This is an optimization exercise on Yosys and OpenROAD, whose aim is small area and few clock cycles per item, not a production implementation.
Where RTL was checked, it was by simulation tests only, not by an equivalence proof against the original.
Function not checked in runs 2 and 3: the RTL went through the layout flow alone.

$ cat flow/design.v
`timescale 1ns / 1ps
`default_nettype none
module multi_slot_stopwatch (
	input  wire                 clk,
	input  wire                 arst_n,
	input  wire                 cmd_valid,
	output logic                cmd_stall,
	input  wire  [7:0]          cmd,
	output logic                rsp_valid,
	input  wire                 rsp_stall,
	output logic [70:0]         rsp
);
	localparam logic [3:0] OP_TICK       = 4'd0;
	localparam logic [3:0] OP_START      = 4'd1;
	localparam logic [3:0] OP_STOP       = 4'd2;
	localparam logic [3:0] OP_RESTART    = 4'd3;
	localparam logic [3:0] OP_CLAIM      = 4'd4;
	localparam logic [3:0] OP_CLAIM_FREE = 4'd5;
	localparam logic [3:0] OP_RELEASE    = 4'd6;
	localparam logic [3:0] OP_RESTAMP    = 4'd7;
	localparam logic [3:0] OP_QUERY      = 4'd8;
	localparam logic [10:0] MAX_H  = 11'd1193;
	localparam logic [5:0]  MAX_M  = 6'd2;
	localparam logic [5:0]  MAX_S  = 6'd47;
	localparam logic [9:0]  MAX_MS = 10'd295;
	wire [3:0] op = cmd[7:4];
	wire [3:0] sl = cmd[3:0];
	logic vld_q;
	wire  hold = vld_q && rsp_stall;
	wire  take = cmd_valid && !hold;
	assign cmd_stall = hold;
	assign rsp_valid = vld_q;
	always_ff @(posedge clk or negedge arst_n) begin
		if (!arst_n) begin
			vld_q <= 1'b0;
		end else if (!hold) begin
			vld_q <= cmd_valid;
		end
	end
	logic [9:0]  e_ms;
	logic [5:0]  e_s, e_m;
	logic [10:0] e_h;
	logic        running;
	logic [15:0] busy;
	logic [9:0]  st_ms [16];
	logic [5:0]  st_s  [16];
	logic [5:0]  st_m  [16];
	logic [10:0] st_h  [16];
	logic [15:0] free_oh;
	logic [3:0]  free_idx;
	logic        free_found;
	always_comb begin
		free_oh  = '0;
		free_idx = '0;
		for (int i = 15; i >= 0; i--) begin
			if (!busy[i]) begin
				free_oh     = '0;
				free_oh[i]  = 1'b1;
				free_idx    = 4'(i);
			end
		end
		free_found = !(&busy);
	end
	logic [15:0] sl_oh;
	always_comb begin
		sl_oh = '0;
		sl_oh[sl] = 1'b1;
	end
	wire is_claim   = op == OP_CLAIM;
	wire is_cfree   = op == OP_CLAIM_FREE;
	wire is_release = op == OP_RELEASE;
	wire is_restamp = op == OP_RESTAMP;
	wire is_query   = op == OP_QUERY;
	wire [15:0] we = {16{take}} &
		(({16{is_claim | is_release | is_restamp}} & sl_oh) | ({16{is_cfree}} & free_oh));
	wire e_zero = (e_ms == '0) && (e_s == '0) && (e_m == '0) && (e_h == '0);
	wire e_max  = (e_ms == MAX_MS) && (e_s == MAX_S) && (e_m == MAX_M) && (e_h == MAX_H);
	always_ff @(posedge clk or negedge arst_n) begin
		if (!arst_n) begin
			e_ms    <= '0;
			e_s     <= '0;
			e_m     <= '0;
			e_h     <= '0;
			running <= 1'b0;
			busy    <= '0;
		end else if (take) begin
			case (op)
				OP_TICK: begin
					if (running) begin
						if (e_max) begin
							e_ms <= '0;
							e_s  <= '0;
							e_m  <= '0;
							e_h  <= '0;
						end else if (e_ms != 10'd999) begin
							e_ms <= e_ms + 10'd1;
						end else begin
							e_ms <= '0;
							if (e_s != 6'd59) begin
								e_s <= e_s + 6'd1;
							end else begin
								e_s <= '0;
								if (e_m != 6'd59) begin
									e_m <= e_m + 6'd1;
								end else begin
									e_m <= '0;
									e_h <= e_h + 11'd1;
								end
							end
						end
					end
				end
				OP_START, OP_STOP: begin
					e_ms    <= '0;
					e_s     <= '0;
					e_m     <= '0;
					e_h     <= '0;
					running <= op == OP_START;
				end
				OP_RESTART: begin
					if (e_zero) begin
						running <= 1'b1;
					end
				end
				OP_CLAIM: busy[sl] <= 1'b1;
				OP_CLAIM_FREE: busy <= busy | free_oh;
				OP_RELEASE: busy[sl] <= 1'b0;
				default: begin
				end
			endcase
		end
	end
	always_ff @(posedge clk) begin
		for (int i = 0; i < 16; i++) begin
			if (we[i]) begin
				st_ms[i] <= e_ms;
				st_s[i]  <= e_s;
				st_m[i]  <= e_m;
				st_h[i]  <= e_h;
			end
		end
	end
	wire [15:0] qsel = {16{is_query}} & busy & sl_oh;
	wire        qb   = |qsel;
	logic [32:0] s_cat;
	always_comb begin
		s_cat = {33{!qb}} & {e_h, e_m, e_s, e_ms};
		for (int i = 0; i < 16; i++) begin
			s_cat = s_cat | ({33{qsel[i]}} & {st_h[i], st_m[i], st_s[i], st_ms[i]});
		end
	end
	wire [9:0]  s_ms = s_cat[9:0];
	wire [5:0]  s_s  = s_cat[15:10];
	wire [5:0]  s_m  = s_cat[21:16];
	wire [10:0] s_h  = s_cat[32:22];
	wire [32:0] e_cat = {e_h, e_m, e_s, e_ms};
	wire [33:0] dif   = {1'b0, e_cat} - {1'b0, s_cat};
	wire [33:0] brw   = dif ^ {1'b0, e_cat} ^ {1'b0, s_cat};
	logic [3:0] slot_out;
	logic       status;
	logic       slot_busy;
	wire        busy_sl = |(busy & sl_oh);
	always_comb begin
		slot_out  = '0;
		status    = 1'b0;
		slot_busy = 1'b0;
		case (op)
			OP_CLAIM: begin
				slot_out  = sl;
				slot_busy = 1'b1;
			end
			OP_CLAIM_FREE: begin
				slot_out  = free_found ? free_idx : 4'd0;
				slot_busy = free_found;
				status    = !free_found;
			end
			OP_RELEASE: slot_out = sl;
			OP_RESTAMP, OP_QUERY: begin
				slot_out  = sl;
				slot_busy = busy_sl;
			end
			default: begin
			end
		endcase
	end
	logic [3:0]  r_slot;
	logic        r_status;
	logic        r_busy;
	logic [32:0] r_dif;
	logic        r_b_ms, r_b_s, r_b_m, r_wrap;
	always_ff @(posedge clk) begin
		if (!hold) begin
			r_slot   <= slot_out;
			r_status <= status;
			r_busy   <= slot_busy;
			r_dif    <= dif[32:0];
			r_b_ms   <= brw[10];
			r_b_s    <= brw[16];
			r_b_m    <= brw[22];
			r_wrap   <= brw[33];
		end
	end
	wire [9:0]  f_ms = r_dif[9:0];
	wire [5:0]  f_s  = r_dif[15:10];
	wire [5:0]  f_m  = r_dif[21:16];
	wire [10:0] f_h  = r_dif[32:22];
	wire [9:0]  d_ms = r_b_ms ? f_ms - 10'd24 : f_ms;
	wire [5:0]  d_s  = r_b_s  ? f_s - 6'd4 : f_s;
	wire [5:0]  d_m  = r_b_m  ? f_m - 6'd4 : f_m;
	wire        c0   = r_wrap && (d_ms >= 10'd704);
	wire        c1   = r_wrap && ((d_s >= 6'd13) || (c0 && (d_s == 6'd12)));
	wire        c2   = r_wrap && ((d_m >= 6'd58) || (c1 && (d_m == 6'd57)));
	wire [9:0]  o_ms = !r_wrap ? d_ms : c0 ? d_ms - 10'd704 : d_ms + 10'd296;
	wire [5:0]  o_s  = !r_wrap ? d_s : (c1 ? d_s - 6'd13 : d_s + 6'd47) + 6'(c0);
	wire [5:0]  o_m  = !r_wrap ? d_m : (c2 ? d_m - 6'd58 : d_m + 6'd2) + 6'(c1);
	wire [10:0] o_h  = f_h + (!r_wrap ? 11'd0 : c2 ? 11'd1194 : 11'd1193);
	logic [31:0] k_c;
	always_comb begin
		case ({r_wrap, r_b_m, r_b_s, r_b_ms})
			4'd0: k_c = 32'd3077644864;
			4'd1: k_c = 32'd3077644840;
			4'd2: k_c = 32'd3077640864;
			4'd3: k_c = 32'd3077640840;
			4'd4: k_c = 32'd3077404864;
			4'd5: k_c = 32'd3077404840;
			4'd6: k_c = 32'd3077400864;
			4'd7: k_c = 32'd3077400840;
			4'd8: k_c = 32'd4294779456;
			4'd9: k_c = 32'd4294779432;
			4'd10: k_c = 32'd4294775456;
			4'd11: k_c = 32'd4294775432;
			4'd12: k_c = 32'd4294539456;
			4'd13: k_c = 32'd4294539432;
			4'd14: k_c = 32'd4294535456;
			4'd15: k_c = 32'd4294535432;
			default: k_c = 32'd0;
		endcase
	end
	wire [31:0] p_h  = 32'(f_h);
	wire [31:0] p_m  = 32'(f_m);
	wire [31:0] p_s  = 32'(f_s);
	wire [10:0] c_h  = ~f_h;
	wire [5:0]  c_m  = ~f_m;
	wire [5:0]  c_s  = ~f_s;
	wire [31:0] n_h  = 32'(c_h);
	wire [31:0] n_m  = 32'(c_m);
	wire [31:0] n_s  = 32'(c_s);
	wire [31:0] delta = (p_h << 22) + (n_h << 19) + (n_h << 16) + (n_h << 12) + (n_h << 9) + (p_h << 7)
		+ (p_m << 16) + (n_m << 13) + (p_m << 11) + (p_m << 9) + (p_m << 7) + (n_m << 5)
		+ (p_s << 10) + (n_s << 5) + (p_s << 3) + 32'(f_ms) + k_c;
	assign rsp = {r_slot, r_status, r_busy, delta, o_h, o_m, o_s, o_ms};
endmodule
`default_nettype wire
$ cat flow/run.sh
#!/bin/bash
# synth_recipe.tcl (not shown) runs the flow's synth.tcl, then flattens the netlist and writes it again
# the make line also repeats each setting of config.mk as NAME=value (left out here)
make -C /OpenROAD-flow-scripts/flow DESIGN_CONFIG=/design/flow/config.mk WORK_HOME=/design/flow/orfs CLKGATE_MAP_FILE= SYNTH_SCRIPT=/design/flow/synth_recipe.tcl finish
$ cat flow/config.mk
export PLATFORM = sky130hd
export DESIGN_NAME = multi_slot_stopwatch
export DESIGN_NICKNAME = multi_slot_stopwatch
export VERILOG_FILES = /design/flow/design.v
export SDC_FILE = /design/flow/constraint.sdc
export NUM_CORES = 4
export LEC_CHECK = 0
export CAP_MARGIN = 20
export CORE_MARGIN = 2
export CORE_UTILIZATION = 40
export SLEW_MARGIN = 20
$ cat flow/constraint.sdc
create_clock -name core_clock -period 8.5 [get_ports {clk}]
set_input_delay 1.7000 -clock core_clock [delete_from_list [all_inputs] [get_ports {clk}]]
set_output_delay 1.7000 -clock core_clock [all_outputs]
set_load 0.01 [all_outputs]
==> results.txt, run 1 <==
The number of slew-limit violations in the final report came out at 0. The number of distinct library cells after synthesis is 86. After floorplanning, the core was divided into 102 placement rows. Across the run, the number of max-cap violations was 0. The final clock skew is 0.0229 ns. TritonCTS built the clock tree. In the layout the commonest cells are sky130_fd_sc_hd__edfxtp_1 (571), sky130_fd_sc_hd__inv_1 (187), sky130_fd_sc_hd__nand2_1 (146). The simple-gate portion of the synthesized area is 8.52%. Setup repair after global routing could not meet its margin everywhere. The most used flip-flop cell after synthesis is sky130_fd_sc_hd__edfxtp_1. Summing the areas of all compound-gate instances in the mapped netlist gives 14.0% of the synthesized area.

The via-per-instance ratio came out at 5.97. The initial antenna violation count was 2. The cell with the most instances on the worst path is sky130_fd_sc_hd__fa_1. For this run, the post-layout net count is between 2000 and 3000. Clock-pin slew was measured on the worst setup and hold paths at roughly 0.060 ns. The total wire length after detailed routing came out at just over 90000 microns.

The run finished with no timing, DRC or antenna violations. The area of the die is about 0.081 sq mm. The worst register-to-register path has a depth of 11. The startpoint type of the worst setup path is a flop. After synthesis, the largest family of logic cells by area is compound AO/OA/AOI/OAI gates. At the placement stage, the worst setup path has a slack of 0.392 ns.

The global-route wire length before repair is around 140000 microns. The total of buffers placed on input and output ports is 84. The maximum fanout encountered on the critical timing path came out at 4. The share of layout cells above drive strength 1 came out at about 8.7%. The largest net degree at the start of global routing is 52.

The H-tree depth came out at 2. The worst-margin pin slew came out at between 1 and 1.5 ns. The antenna diode instance count is 0. Leaving out fill and tap cells, the most frequent cell in the layout is sky130_fd_sc_hd__edfxtp_1. For this run, the slowest stage of the critical path takes about 0.57 ns. For this design, the sink count on the clock tree is 634. At the end of routability-driven placement, the weighted congestion stood at roughly 0.9. The number of standard cells after synthesis is 2414. The number of detailed-routing iterations run before antenna repair came out at 6. The adder and majority gate portion of the synthesized area is 11.1%. Walking the worst path, the cells encountered are inv_1, fa_1, fa_1, fa_1, inv_1, fa_1, fa_1, a211oi_1, o21bai_1, a21boi_0, o31ai_1, o211ai_1, a21o_1, nand2_1, a21oi_1, xnor2_1, clkdlybuf4s50_1. The setup slack of the critical path after layout came out at 0.316 ns.

The number of global-route vias before repair came out at about 21000. The estimated wirelength of the detail-placed design came out at 57600 microns. The flip-flop and latch count after synthesis came out at 634. Once detail routing completed, the nets flagged for antenna violations numbered 0. The worst hold path passes through 2 cells. The worst setup path is captured at a primary output. The netlist area before placement came out at 0.0315 sq mm. The mux share of post-synthesis cell area came out at 0.508%. The hold-fix buffer count after cts is 0.

The vertical die dimension is approximately 280 microns. The async set-reset flop share out of synthesis is 8.04%. The hold violation count in the final report came out at 0. The post-route minimum period came out at 8.18 ns. Measured against its own limit, the worst slew margin works out to 22.6%. The final clock period utilization by the worst path is between 90% and 100%. The net count of the mapped netlist came out at 2654. The area growth from synthesis to layout is 14.3%. During synthesis, Yosys emitted a total of 5 warnings.

The synthesized netlist devotes under 10% of its cell area to XOR and XNOR gates. The effective utilization at floorplan came out at around 41%. The setup violation total in the final timing report came out at 0. The number of buffers created by CTS is between 60 and 70. For the worst setup path, the data required time is between 6 and 7 ns. The average instance area after synthesis came out at approximately 13 sq um.

The min-delay analysis places its worst path in the category reg2reg. The slowest stage cell on the critical path is sky130_fd_sc_hd__clkdlybuf4s50_1. The clock passes through at most 3 buffers. For this run, the register share of the synthesized area comes to just under 60%. The clock tree root buffer cell is sky130_fd_sc_hd__clkbuf_16. The mean routed wirelength per cell came out at 25.9 microns. The number of DRC violations after detailed-routing iteration 0 is 2667. From left edge to right edge, the die measures 285 microns. The total grt overflow came out at 0.

The global-route usage over all layers is 22.6%. The worst setup path is of the reg2out kind. In the routed design, unresolved DRC markers number 0. The timing-limited maximum frequency is between 100 and 150 MHz. The share of the core filled with cells in the final layout is 46.4%.

The total negative setup slack came out at 0 ns. The later-pin clock latency in the skew report came out at between 0.6 and 0.7 ns. The arrival time at the worst endpoint came out at 6.48 ns. The number of synthesized flops with an enable pin is 571.

between 80 and 90 I/O pins were placed. The floorplan core area came out at just under 0.08 sq mm. The routed via count came out at ~22000.
## critical path, delay by kind of cell (launching register included)
kind                     cells  cell delay [ns]
AND/OR/NAND/NOR              1             0.05
adder cells (fa/ha/maj)      5             2.46
flip-flops                   1             0.49
XOR/XNOR                     1             0.15
buffers and inverters        3             0.96
AO/OA/AOI/OAI                7             1.74
## cells by family (layout without fill, tap and decap cells)
logic type / after synthesis / after routing
buffers and inverters: 297 / 453
multiplexers: 15 / 15
adder cells (fa/ha/maj): 228 / 228
flip-flops: 634 / 634
AND/OR/NAND/NOR: 535 / 535
AO/OA/AOI/OAI: 604 / 604
XOR/XNOR: 101 / 101
## final timing paths
path	from	end	slack, ns
setup / recovery	r_dif[23]$_DFFE_PN_	rsp[64]	0.32
hold / removal	e_h[9]$_DFFE_PN0P_	e_h[10]$_DFFE_PN0P_	0.58
setup reg to reg	e_m[0]$_DFFE_PN0P_	e_h[10]$_DFFE_PN0P_	3.10
hold reg to reg	e_h[9]$_DFFE_PN0P_	e_h[10]$_DFFE_PN0P_	0.58
max in group asynchronous	arst_n	e_h[1]$_DFFE_PN0P_	6.75
min in group asynchronous	arst_n	asynchronous set/reset pin	1.19
## stage by stage
stage / cell area, sq um / hold slack (ns) / cells
after detailed placement: 34100 / 0.564 / 3495
after floorplan: 31500 / 0.512 / 2414
after CTS: 36000 / 0.574 / 3607
after global placement: 34100 / 0.542 / 3495
after global routing: 36000 / 0.613 / 3610
final: 36000 / 0.579 / 3610
## state kept, by name, indices dropped and copies added (netlist names), 10 cells and up, named ones only
| signal | count |
|---|---|
| st_s | 96 |
| e_ms | 10 |
| e_h | 11 |
| st_h | 176 |
| st_m | 96 |
| st_ms | 160 |
| k_c | 12 |
| r_dif | 33 |
## synthesized netlist by cell type, drive strengths merged (44+ instances only)
cell | n | share of area, %
edfxtp | 571 | 54
inv | 189 | 2.3
nand2 | 147 | 1.8
ha | 140 | 5.6
nor2 | 111 | 1.3
a22oi | 97 | 2.3
o21ai | 94 | 1.5
a222oi | 88 | 2.8
fa | 88 | 5.6
a21oi | 87 | 1.4
clkbuf | 82 | 0.98
xnor2 | 64 | 1.8
nand4 | 63 | 1.3
nand3 | 57 | 0.91
dfrtp | 51 | 4.0
a211oi | 44 | 1.1
## layout make-up
class	instances	area (sq um)
Fill cell	6757	41700
Sequential cell	634	18700
Multi-Input combinational cell	1483	11900
Clock buffer	72	1600
Timing Repair Buffer	152	1530
Tap cell	1040	1300
Inverter	189	709
Clock inverter	40	278
## per-layer routing
metal / up-vias / part of all wire, % / track usage [%]
met2: 1017 / 48 / 37.5
li1: 9497 / - / -
met1: 10900 / 41 / 30.3
met3: 165 / 8.4 / 4.13
met4: 0 / 2.9 / 6.71
met5: - / 0 / 0
## repair_timing
action	CTS	global route
setup buffers	0	3
resized for setup	1	1
cloned	0	0
endpoints found under the setup margin	1	4
pin swaps	0	0
Testbench counts, summed over its fixed seeds: cycles 24,016, items 24,000.
==> run 2, diff against run 1 <==
--- a/flow/design.v
+++ b/flow/design.v
@@ -207,13 +207,16 @@
 	wire [9:0]  d_ms = r_b_ms ? f_ms - 10'd24 : f_ms;
 	wire [5:0]  d_s  = r_b_s  ? f_s - 6'd4 : f_s;
 	wire [5:0]  d_m  = r_b_m  ? f_m - 6'd4 : f_m;
-	wire        c0   = r_wrap && (d_ms >= 10'd704);
-	wire        c1   = r_wrap && ((d_s >= 6'd13) || (c0 && (d_s == 6'd12)));
-	wire        c2   = r_wrap && ((d_m >= 6'd58) || (c1 && (d_m == 6'd57)));
-	wire [9:0]  o_ms = !r_wrap ? d_ms : c0 ? d_ms - 10'd704 : d_ms + 10'd296;
-	wire [5:0]  o_s  = !r_wrap ? d_s : (c1 ? d_s - 6'd13 : d_s + 6'd47) + 6'(c0);
-	wire [5:0]  o_m  = !r_wrap ? d_m : (c2 ? d_m - 6'd58 : d_m + 6'd2) + 6'(c1);
-	wire [10:0] o_h  = f_h + (!r_wrap ? 11'd0 : c2 ? 11'd1194 : 11'd1193);
+	wire [10:0] x0   = {1'b0, d_ms} + (r_wrap ? 11'd296 : 11'd0);
+	wire        c0   = x0 >= 11'd1000;
+	wire [9:0]  o_ms = c0 ? 10'(x0 - 11'd1000) : x0[9:0];
+	wire [6:0]  x1   = {1'b0, d_s} + (r_wrap ? 7'd47 : 7'd0) + 7'(c0);
+	wire        c1   = x1 >= 7'd60;
+	wire [5:0]  o_s  = c1 ? 6'(x1 - 7'd60) : x1[5:0];
+	wire [6:0]  x2   = {1'b0, d_m} + (r_wrap ? 7'd2 : 7'd0) + 7'(c1);
+	wire        c2   = x2 >= 7'd60;
+	wire [5:0]  o_m  = c2 ? 6'(x2 - 7'd60) : x2[5:0];
+	wire [10:0] o_h  = f_h + (r_wrap ? 11'd1193 : 11'd0) + 11'(c2);
 	logic [31:0] k_c;
 	always_comb begin
 		case ({r_wrap, r_b_m, r_b_s, r_b_ms})
==> run 2 against run 1 <==
The layout now fails its checks (negative setup slack). Wire length shrank 1.2%. Non-clock buffer count up 103. Critical endpoint is now rsp[32]. Largest cell class unchanged. Highest routed layer is now met5.
==> results.txt, run 2 <==
The worst-margin pin slew came out at 1.19 ns. The via-per-instance ratio came out at 5.85. The vertical die dimension is 283 microns. Counting flops per register, the top entry is st_h. The CTS tree is done. STA classifies the critical path endpoint as a primary output.

The maximum fanout encountered on the critical timing path came out at 3. The row count is 102. The area of the die is 0.0802 sq mm. The async set-reset flop share out of synthesis is 8.04%. The root buffer cell chosen for the clock tree is sky130_fd_sc_hd__clkbuf_16. The number of nets handed over by synthesis was approximately 2600. The max-capacitance violation count is 0. The number of buffers created by CTS came out at 68. The final net count came out at 2795. Buffers inserted to repair hold after CTS numbered 0. The run finished, with violations left. The flip-flop and latch count after synthesis came out at 634. The number of DRC violations after detailed-routing iteration 0 came out at 2395. The mean routed wirelength per cell is 25.4 microns. The number of fillers in the final layout is 6759. The worst-case clock buffer depth is 3. The share of the synthesized area in the top cell type is 55.0%. The number of slew-limit violations in the final report is 0. Timing would allow up to 106 MHz.

On the critical path the largest part of the delay comes from adder cells. The routed via count is 21300. The proportion of synthesized chip area in sequential cells is 59.8%.

The library cells used most frequently in the layout, excluding fill and tap cells, are sky130_fd_sc_hd__edfxtp_1 (571), sky130_fd_sc_hd__buf_4 (162), sky130_fd_sc_hd__a22oi_1 (152). The number of global-route vias before repair is ~21000.

The first detailed-routing pass ran for 6 iterations. For this design, the sink count on the clock tree is 634. The largest area contributor in the synthesized netlist is sky130_fd_sc_hd__edfxtp_1. The setup violation total in the final timing report came out at 11. By area the synthesized netlist is led by sky130_fd_sc_hd__edfxtp_1 (55%), sky130_fd_sc_hd__fa_1 (5.8%), sky130_fd_sc_hd__ha_1 (5.7%).

The largest net degree at the start of global routing is 52. The number of nets with antenna violations after detailed routing came out at 0.

The I/O pin total is 85. The post-route minimum period came out at approximately 9.5 ns. The worst slack at placement is -0.945 ns. The number of synthesized flops with an enable pin is 571. For this run, the slowest stage of the critical path takes 0.48 ns. After clock tree synthesis, the clock-pin slew on the worst setup and hold paths is approximately 0.060 ns. The antenna diode instance count is 0.

The critical path class is reg2out. The initial utilization of the core area, before any placement, comes to 40.3%. The average instance area after synthesis came out at 13.4 sq um. The setup slack of the critical path after layout came out at -0.966 ns. The critical path data required time is 6.80 ns. The post-route netlist has 14.4% of its cells at a drive strength greater than 1. The number of standard cells after synthesis came out at 2328. In this run the tightest slew margin relative to its limit is 20.5%. Clock skew on the completed layout was measured at approximately 0.023 ns.

The floorplan core area is 0.0773 sq mm. The arrival time at the worst endpoint is 7.77 ns. The slowest stage of the critical path is the sky130_fd_sc_hd__fa_2 cell.

Summing every instance area after synthesis gives between 0.03 and 0.04 sq mm. The checks that failed: negative setup slack. After detailed routing, the number of remaining DRC violations is 0. In this run the tool buffered the top-level ports with 84 buffer cells. The initial antenna violation count came out at 1.

Clock latency on the worst-skew pair, taken at its later pin, is 0.61 ns. The estimated wirelength of the detail-placed design came out at a little under 60000 microns. The register with the most flip-flops in the layout has 176 of them.

The worst hold path belongs to the class reg2reg. By instance count, the leading cell after synthesis is sky130_fd_sc_hd__edfxtp_1.

The most used flip-flop cell after synthesis is sky130_fd_sc_hd__edfxtp_1. The share of the core filled with cells in the final layout is 47.7%. The hold violation count in the final report came out at 0. The routed design has 92500 microns of wire.

The total grt overflow came out at 0. The H-tree was split into 3 levels. Setup repair after global routing could not meet its margin everywhere. The count of warnings emitted by yosys came out at 5. The final RePlAce weighted congestion is 0.909. The worst setup path is launched from a flop. The number of distinct library cells after synthesis came out at 84. By count the netlist is led by sky130_fd_sc_hd__edfxtp_1 (571), sky130_fd_sc_hd__a22oi_1 (152), sky130_fd_sc_hd__ha_1 (142).

The critical path contains buffers and inverters numbering 3 combined. Summing all multi-input logic gate instances after layout gives 0.0121 sq mm. The most frequent standard cell in the layout excluding fill and tap cells is sky130_fd_sc_hd__edfxtp_1. The die extent in x came out at 283 microns.

The largest registers in the layout are st_h: 176 flops, st_ms: 160 flops. The global-route usage over all layers is between 20% and 30%. The register area is 0.0187 sq mm. The final clock period utilization by the worst path is 111%.

From synthesis to final layout, the design area changed by 18.3%. The global-route wire length before repair is 138000 microns.
## run 2: cell count changes in the layout (fill, tap and decap cells not counted), moves of 13 or more
cell / before / now
sky130_fd_sc_hd__nand2_1: 146 / 128
sky130_fd_sc_hd__a22o_1: 12 / 50
sky130_fd_sc_hd__o21ai_0: 81 / 68
sky130_fd_sc_hd__nor2_1: 96 / 78
sky130_fd_sc_hd__inv_1: 187 / 130
sky130_fd_sc_hd__clkdlybuf4s50_1: 83 / 69
sky130_fd_sc_hd__a221oi_1: 11 / 43
sky130_fd_sc_hd__a211oi_1: 38 / 24
sky130_fd_sc_hd__buf_4: 53 / 162
sky130_fd_sc_hd__a22oi_1: 97 / 152
sky130_fd_sc_hd__nand3_1: 57 / 37
sky130_fd_sc_hd__and3_1: 16 / 36
sky130_fd_sc_hd__a222oi_1: 88 / 9
## run 2: cell type report
class                           instances  share of cell area, %
Clock buffer                           90                   5.06
Clock inverter                         34                  0.780
Inverter                              132                   1.35
Multi-Input combinational cell       1459                   32.9
Sequential cell                       634                   50.6
Tap cell                             1040                   3.53
Timing Repair Buffer                  255                   5.82
## run 2: tightest hold or removal path: stages, from the launching register on
cell                       delay [ns]
sky130_fd_sc_hd__dfrtp_1         0.36
sky130_fd_sc_hd__nand2_2         0.08
sky130_fd_sc_hd__nand2b_1        0.07
## run 2: metrics by stage
step	instance area, sq um	hold WS [ns]	setup TNS [ns]	instances
final	36900	0.543	-5.97	3644
after global routing	36900	0.594	-10.60	3644
after CTS	36800	0.551	-6.43	3639
after detailed placement	34600	0.535	-5.44	3507
after global placement	34500	0.522	-4.02	3507
after floorplan	31400	0.506	-0.543	2328
## run 2: layer usage
layer | track usage (%) | up-vias | share of wire, %
met2 | 37.5 | 905 | 48
met1 | 31.5 | 10800 | 42
met5 | 0 | - | 0.011
li1 | - | 9412 | -
met4 | 6.94 | 2 | 2.6
met3 | 3.14 | 150 | 7.8
## run 2: cell families (layout without fill, tap and decap cells)
logic type               count (synthesis)  in the layout  share of synthesized area, %
flip-flops                             634            634                          59.8
AO/OA/AOI/OAI                          600            600                          13.9
AND/OR/NAND/NOR                        499            499                          8.20
buffers and inverters                  235            511                          2.96
adder cells (fa/ha/maj)                233            233                          11.5
XOR/XNOR                               119            119                          3.34
multiplexers                             8              8                         0.281
## run 2: worst paths after layout
check / from / cells past startpoint / endpoint / slack [ns]
worst max-delay path: r_dif[3]$_DFFE_PN_ / 34 / rsp[32] / -0.97
worst min-delay path: vld_q$_DFFE_PN0N_ / 2 / vld_q$_DFFE_PN0N_ / 0.54
worst max register to register: flop / 21 / k_c[20]$_SDFF_PP1_ / 2.64
worst min register to register: vld_q$_DFFE_PN0N_ / 2 / vld_q$_DFFE_PN0N_ / 0.54
max in group asynchronous: arst_n / 2 / e_s[2]$_DFFE_PN0P_ / 6.68
min in group asynchronous: arst_n / 2 / asynchronous set/reset pin / 1.25
## run 2: timing repair
action	4_1_cts	5_1_grt
setup buffers	8	9
setup endpoints to repair	16	19
gates resized for setup	62	30
pin swaps	22	13
gates cloned	0	0
==> run 3, diff against run 2 <==
--- a/flow/design.v
+++ b/flow/design.v
@@ -217,40 +217,14 @@
 	wire        c2   = x2 >= 7'd60;
 	wire [5:0]  o_m  = c2 ? 6'(x2 - 7'd60) : x2[5:0];
 	wire [10:0] o_h  = f_h + (r_wrap ? 11'd1193 : 11'd0) + 11'(c2);
-	logic [31:0] k_c;
-	always_comb begin
-		case ({r_wrap, r_b_m, r_b_s, r_b_ms})
-			4'd0: k_c = 32'd3077644864;
-			4'd1: k_c = 32'd3077644840;
-			4'd2: k_c = 32'd3077640864;
-			4'd3: k_c = 32'd3077640840;
-			4'd4: k_c = 32'd3077404864;
-			4'd5: k_c = 32'd3077404840;
-			4'd6: k_c = 32'd3077400864;
-			4'd7: k_c = 32'd3077400840;
-			4'd8: k_c = 32'd4294779456;
-			4'd9: k_c = 32'd4294779432;
-			4'd10: k_c = 32'd4294775456;
-			4'd11: k_c = 32'd4294775432;
-			4'd12: k_c = 32'd4294539456;
-			4'd13: k_c = 32'd4294539432;
-			4'd14: k_c = 32'd4294535456;
-			4'd15: k_c = 32'd4294535432;
-			default: k_c = 32'd0;
-		endcase
-	end
-	wire [31:0] p_h  = 32'(f_h);
-	wire [31:0] p_m  = 32'(f_m);
-	wire [31:0] p_s  = 32'(f_s);
-	wire [10:0] c_h  = ~f_h;
-	wire [5:0]  c_m  = ~f_m;
-	wire [5:0]  c_s  = ~f_s;
-	wire [31:0] n_h  = 32'(c_h);
-	wire [31:0] n_m  = 32'(c_m);
-	wire [31:0] n_s  = 32'(c_s);
-	wire [31:0] delta = (p_h << 22) + (n_h << 19) + (n_h << 16) + (n_h << 12) + (n_h << 9) + (p_h << 7)
-		+ (p_m << 16) + (n_m << 13) + (p_m << 11) + (p_m << 9) + (p_m << 7) + (n_m << 5)
-		+ (p_s << 10) + (n_s << 5) + (p_s << 3) + 32'(f_ms) + k_c;
+	wire [31:0] k_fix = (r_b_m ? 32'd240000 : 32'd0) + (r_b_s ? 32'd4000 : 32'd0)
+		+ (r_b_ms ? 32'd24 : 32'd0) + (r_wrap ? 32'd3077832704 : 32'd0);
+	wire [31:0] w_h  = 32'(f_h);
+	wire [31:0] w_m  = 32'(f_m);
+	wire [31:0] w_s  = 32'(f_s);
+	wire [31:0] delta = (w_h << 22) - (w_h << 19) - (w_h << 16) - (w_h << 12) - (w_h << 9) + (w_h << 7)
+		+ (w_m << 16) - (w_m << 13) + (w_m << 11) + (w_m << 9) + (w_m << 7) - (w_m << 5)
+		+ (w_s << 10) - (w_s << 5) + (w_s << 3) + 32'(f_ms) - k_fix;
 	assign rsp = {r_slot, r_status, r_busy, delta, o_h, o_m, o_s, o_ms};
 endmodule
 `default_nettype wire
==> run 3 against run 2 <==
The layout still fails its checks (negative setup slack). Sequential share of layout area down 3.2 points. Hold slack better by 0.026 ns. Non-clock buffer count up 31. Clock-buffer cell count shrank 6.
==> results.txt, run 3 <==
The flow ran to the end, but the layout failed its checks. The checks that failed were negative setup slack. The total negative setup slack came out at -1.20 ns.

In the post-synthesis netlist, the cell with the most instances is sky130_fd_sc_hd__edfxtp_1. The largest area contributor in the synthesized netlist is sky130_fd_sc_hd__edfxtp_1. The commonest register cell after synthesis is sky130_fd_sc_hd__edfxtp_1. Yosys mapped a number of flops with a built-in enable equal to around 570. The number of DRC violations after detailed-routing iteration 0 is 2319. Counting cells, the worst reg-to-reg path comes to 22. For this run, the detailed router's first-pass iteration total came to 6.

After synthesis, the share of flip-flops with an asynchronous set or reset is a little over 8%. The number of slew-limit violations in the final report is 0. The worst setup path is captured at a primary output.

The antenna diode instance count is 0. The timing-limited maximum frequency came out at about 110 MHz. The worst hold-check slack is 0.569 ns.

By startpoint and endpoint, the worst setup path is classified as reg2out. The vertical die dimension is ~290 microns. The row count came out at ~110. The floorplan core area came out at 0.0817 sq mm. The worst relative slew slack is around a quarter.

The max-capacitance violation count is 0. Entering global routing, the biggest net connects 52 pins. st_h holds more flip-flops than any other register. The arrival time at the worst endpoint is approximately 7.1 ns. Summing the areas of all fa, ha and maj instances in the mapped netlist gives 14.9% of the synthesized area. For this run, the number of Yosys warnings is 5.

The hold violation count in the final report is 0. After legalization and detailed placement, the total HPWL measured 62500 microns. The synthesized netlist devotes 8.23% of its cell area to simple gates. The H-tree depth came out at 3. The worst-margin pin slew came out at 1.09 ns.

Of the total synthesized cell area, the portion taken by XOR and XNOR cells is 3.11%. The slowest stage cell on the critical path is sky130_fd_sc_hd__edfxtp_1. The initial antenna violation count is 0. The flip-flop and latch count after synthesis came out at 622. By area, the combinational part of the netlist is dominated by adder cells. The most frequent standard cell in the layout excluding fill and tap cells is sky130_fd_sc_hd__edfxtp_1. In this design, the stage delay of the slowest critical-path cell is 0.41 ns. The global-route wire length before repair came out at 144000 microns. The number of distinct library cells after synthesis came out at 79. The DRC violation count after routing came out at 0. Of all nets on the critical path, the largest fanout is 3.

Measured against the total synthesized area, the mux share comes to less than 1%. Setup repair after global routing could not meet its margin everywhere. The total of buffers placed on input and output ports came out at 84. In this run the cell area of the synthesized design comes to 0.0329 sq mm. Using the TritonRoute via totals, the vias-per-cell ratio works out to 5.79.

In the layout the commonest cells are sky130_fd_sc_hd__edfxtp_1 (571), sky130_fd_sc_hd__inv_1 (227), sky130_fd_sc_hd__ha_1 (200). The share of layout cells above drive strength 1 is 15.2%. TritonCTS built the clock tree. For this run, the post-layout net count is 3149.

The final clock skew is 0.0326 ns. The global-route usage over all layers is roughly 22%.

The number of nets with antenna violations after detailed routing came out at 0. The largest registers in the layout are st_h: 176 flops, st_ms: 160 flops. In the synthesized netlist, the number of instances is 2571. After synthesis, the most frequently instantiated cells are sky130_fd_sc_hd__edfxtp_1 (571), sky130_fd_sc_hd__inv_1 (229), sky130_fd_sc_hd__ha_1 (213). The number of hold buffers added after CTS was 0. The setup violation total in the final timing report is 5.

The number of buffers created by CTS is 66. Summing the areas of all compound-gate instances in the mapped netlist gives 13.0% of the synthesized area. Each instance of the synthesized netlist takes up on average 12.8 sq um. The total grt overflow is 0. The worst-case clock buffer depth is 3. Once layout is complete, the utilization of the core stands at 47.6%. By area the synthesized netlist is led by sky130_fd_sc_hd__edfxtp_1 (52%), sky130_fd_sc_hd__ha_1 (8.1%), sky130_fd_sc_hd__fa_1 (6.8%).

Clock latency on the worst-skew pair, taken at its later pin, is 0.61 ns. The clock input transition at the sequential cells of the worst setup and hold paths came out at 0.06 ns. The register-to-register setup slack is approximately 2.7 ns. The path category of the worst min-delay check is reg2reg. The total wire length after detailed routing is 96300 microns. After synthesis, the largest area contributor takes up 52.1% of total cell area. The routed via count is 22800. For the finished layout, the period the worst path requires is around 8.8 ns.

Counting every net in the synthesized netlist gives around 2900. The area of the die is 0.0846 sq mm. The clock sink count is around 620. STA classifies the critical path startpoint as a flop.

The final clock period utilization by the worst path came out at 103%. The worst hold path passes through 2 cells. STA puts the critical path data required time at 6.80 ns. The die extent in x came out at 291 microns. The final RePlAce weighted congestion is just under 0.9. The clock tree root buffer cell is sky130_fd_sc_hd__clkbuf_16. The effective utilization at floorplan came out at 40.3%. The register with the most flip-flops in the layout has 176 of them. The mean routed wirelength per cell is about 24 microns.

After layout, the worst setup slack is -0.296 ns. The number of global-route vias before repair came out at 23000. The proportion of synthesized chip area in sequential cells came out at between 50 and 60%. The I/O pin total is 85. Relative to the synthesized area, the layout overhead comes to 18.1%.
run 3: cell type report:
cell class / instances / area [sq um]
fillers: 7078 / 42800
inverters: 229 / 860
clock buffers: 84 / 1790
multi-input cells: 1607 / 13700
well taps: 1070 / 1340
clock inverters: 34 / 399
flip-flops and latches: 622 / 18400
repair buffers: 286 / 2400
run 3: final timing paths:
kind                                startpoint                   to
max                         r_dif[4]$_DFFE_PN_              rsp[32]
min                        running$_DFFE_PN0P_  running$_DFFE_PN0P_
max reg2reg                               flop  r_dif[27]$_DFFE_PN_
min reg2reg                running$_DFFE_PN0P_  running$_DFFE_PN0P_
max in group asynchronous               arst_n  running$_DFFE_PN0P_
min in group asynchronous               arst_n   e_h[2]$_DFFE_PN0P_
run 3: logic make-up after synthesis:
group,Yosys count
mux,15
fa+ha+maj,325
buf+inv,342
compound gates,592
xor+xnor,117
flops,622
simple gates,558
run 3: what timing repair did:
item,CTS,global route
endpoints found under the hold margin,0,0
resized for setup,86,50
pin swaps,27,37
setup endpoints to repair,21,24
buffers inserted,9,9
run 3: critical path: cells and delay by family, from the launching register on:
family / cells / cell delay (ns)
adders and majority gates: 8 / 2.21
and+or+nand+nor: 8 / 1.04
DFF: 1 / 0.41
AOI/OAI and AO/OA: 11 / 1.79
buffers and inverters: 2 / 0.30
xor gates and xnor gates: 4 / 0.74
run 3: stage by stage:
step | instance area (sq um) | std cells | setup slack (ns)
6_report | 38900 | 3932 | -0.296
5_1_grt | 38900 | 3932 | -0.684
4_1_cts | 38600 | 3924 | -0.557
3_5_place_dp | 36200 | 3797 | -0.749
3_3_place_gp | 36200 | 3796 | -0.460
2_1_floorplan | 32900 | 2571 | 0.0493
run 3: layer usage:
layer  vias to the layer above  routed length, microns  part of all wire [%]  GRT usage (%)
li1                      10200                       -                     -              -
met1                     11500                   39100                    41           29.7
met2                       974                   47600                    49           38.9
met3                       135                    7550                   7.8           3.07
met4                         0                    2100                   2.2           5.95
met5                         -                       0                     0              0

-- afterwards: timing with drivers on the ports --
The flow's constraints put no driver on any port. The routed layouts listed below were extracted and timed again, unchanged, in two steps. Step 1 assumes that a clkbuf_16 drives the clock port and a buf_2 every other input. Step 2 moves the port delays by t, midway between the first and last clock arrival at a register: inputs arrive t later, outputs are due t later. That takes back most of the time a late clock gives input paths. Three values: no drivers, after step 1, after step 2; two values: the first two.
run	t, ns	slack for setup (ns)	cell pins on the clock port's net
run 1	0.690	0.316 / 0.257 / 0.329	1
run 2	0.669	-0.966 / -1.035 / -0.366	1
run 3	0.659	-0.296 / -0.362 / 0.090	1
